What follows belongs to an exercise in optimizing a design on an open flow for small area; a production flow would make more cautious choices. Only simulation tests tie the RTL to the original design; equivalence was not proved. No activity file was given, so power comes from the tool's default toggle rates. No driver is modelled on the clock port, so clocking that relies on it looks cheaper here than on a real chip.

==> fjord <==
==> flow/design.v (excerpt) <==
module sdio_burst_reader #(
  parameter int unsigned CLK_DIV_SLOW = 125,    
  parameter int unsigned CLK_DIV_FAST = 2       
) (
  input  wire         clk_100mhz,
  input  wire         reset_ah,
  input  wire         start_i,
  input  wire  [19:0] sector_pos_i,
  input  wire  [19:0] sector_count_i,
  input  wire  sd_bus_pkg::buf_addr_t buf_addr_i,
  output logic [sd_bus_pkg::WORD_BITS-1:0] buf_data_o,
  output logic        init_done_o,
  output logic        sector_done_o,
  output logic        run_done_o,
  output logic        sdclk_o,
  output logic        cmd_o,
  output logic        cmd_oe_o,
  input  wire         cmd_i,
  input  wire  [3:0]  dat_i
);
==> flow/config.mk <==
export PLATFORM = sky130hd
export DESIGN_NAME = sdio_burst_reader
export DESIGN_NICKNAME = sdio_burst_reader
export VERILOG_FILES = /design/flow/design.v
export SDC_FILE = /design/flow/constraint.sdc
export NUM_CORES = 4
export LEC_CHECK = 0
export CAP_MARGIN = 5
export CORE_MARGIN = 2
export CORE_UTILIZATION = 70
export SLEW_MARGIN = 5
==> flow/constraint.sdc <==
create_clock -name core_clock -period 10.0 [get_ports {clk_100mhz}]
set_input_delay 2.0000 -clock core_clock [delete_from_list [all_inputs] [get_ports {clk_100mhz}]]
set_output_delay 2.0000 -clock core_clock [all_outputs]
set_load 0.01 [all_outputs]
standard.sh (not shown) runs the stock make flow with config.mk's settings and CLKGATE_MAP_FILE= SYNTH_SCRIPT=/design/flow/synth_recipe.tcl, a recipe that flattens the netlist after the stock synthesis.
==> flow/flow/run.sh <==
#!/bin/bash
# Standard layout (the standard.sh) with three changes:
#  - the sector buffer's read multiplexer in the synthesised netlist is re-mapped by
#    flow/rdmux.py (registers untouched; checked equivalent with yosys before use);
#  - clock tree: clkbuf_16 leaf clusters of up to 32 sinks, no dummy loads;
#  - port buffers are buf_1 cells.
# Each tool's output goes to a log of its own in this folder.
set -euo pipefail
RES=orfs/results/${FLOW_PLATFORM}/sdio_burst_reader/base
LIB=${FLOW_HOME}/platforms/${FLOW_PLATFORM}/lib/sky130_fd_sc_hd__tt_025C_1v80.lib
KNOBS=(
  "CTS_ARGS=-sink_clustering_enable -repair_clock_nets -dont_use_dummy_load -sink_clustering_size 32 -sink_clustering_max_diameter 100 -buf_list sky130_fd_sc_hd__clkbuf_16"
  "BUFFER_PORTS_ARGS=-buffer_cell sky130_fd_sc_hd__buf_1"
)

bash standard.sh "${KNOBS[@]}" synth > run_synth.log 2>&1
cp $RES/1_2_yosys.v $RES/1_2_yosys.std.v
if python3 flow/rdmux.py $RES/1_2_yosys.std.v $RES/1_2_yosys.mux.v > run_rdmux.log 2>&1 \
  && sed -e "s|@LIB@|$LIB|" -e "s|@STD@|$RES/1_2_yosys.std.v|" -e "s|@MUX@|$RES/1_2_yosys.mux.v|" \
       flow/eq.ys > run_eq.ys \
  && yosys -q run_eq.ys -l run_eq.log > /dev/null 2>&1; then
  echo "read multiplexer re-mapped" >> run_rdmux.log
  cp $RES/1_2_yosys.mux.v $RES/1_2_yosys.v
  rm -f $RES/1_synth.odb $RES/1_synth.sdc
else
  echo "re-mapping failed, keeping the standard netlist" >> run_rdmux.log
fi
bash standard.sh "${KNOBS[@]}" finish > run_layout.log 2>&1
Other scripts of this flow, unchanged in this note and not shown: flow/flow/eq.ys, flow/flow/rdmux.py
==> xenon: changes against fjord <==
--- a/flow/flow/run.sh
+++ b/flow/flow/run.sh
@@ -3,5 +3,5 @@
 #  - the sector buffer's read multiplexer in the synthesised netlist is re-mapped by
 #    flow/rdmux.py (registers untouched; checked equivalent with yosys before use);
-#  - clock tree: clkbuf_16 leaf clusters of up to 32 sinks, no dummy loads;
+#  - clock tree: clkbuf_16 leaf clusters of up to 30 sinks, no dummy loads;
 #  - port buffers are buf_1 cells.
 # Each tool's output goes to a log of its own in this folder.
@@ -10,5 +10,5 @@
 LIB=${FLOW_HOME}/platforms/${FLOW_PLATFORM}/lib/sky130_fd_sc_hd__tt_025C_1v80.lib
 KNOBS=(
-  "CTS_ARGS=-sink_clustering_enable -repair_clock_nets -dont_use_dummy_load -sink_clustering_size 32 -sink_clustering_max_diameter 100 -buf_list sky130_fd_sc_hd__clkbuf_16"
+  "CTS_ARGS=-sink_clustering_enable -repair_clock_nets -dont_use_dummy_load -sink_clustering_size 30 -sink_clustering_max_diameter 100 -buf_list sky130_fd_sc_hd__clkbuf_16"
   "BUFFER_PORTS_ARGS=-buffer_cell sky130_fd_sc_hd__buf_1"
 )
==> comparison <==
- fjord went through all stages and came out clean. xenon completed without violations.
- Synthesized cell count is the same in xenon and fjord.
- Non-clock buffer count is the same in xenon and fjord.
- Between fjord and xenon, the lower clock power is in fjord (gap about 2%, measured against xenon).
- In combinational power, fjord and xenon hardly differ.
- Between xenon and fjord, the lower first-iteration DRC count is in fjord (gap 1.9%, measured against fjord).
- In xenon the sequential share of layout area is lower than in fjord, by 0.14 points.
- In synthesized area, fjord and xenon do not differ.
- In critical path depth, fjord and xenon do not differ.
- In cell count, fjord and xenon hardly differ.

## re-timing with driven ports
In the flow no input, the clock included, has a driving cell. The finished layouts below were timed again as built, in two steps.
Step 1: set_driving_cell puts a clkbuf_16 on clk_100mhz and a buf_2 on each other input, an assumption about the parent block.
Step 2 also shifts input and output timing later by t, the mid clock arrival at the registers, as if the neighbouring blocks saw the same clock.
a / b / c = ideal / step 1 / step 2; a / b = the first two.
run | t, ns | setup slack, ns | worst setup path after step 2 | worst slew at a driven data input, ns | pins driven straight from the clock port
fjord | 0.907 | 2.502 / 2.411 / 3.318 | register to output | 0.11 | 1
xenon | 0.886 | 2.561 / 2.477 / 3.363 | register to output | 0.10 | 1
After both steps setup and hold are still met in every run listed.
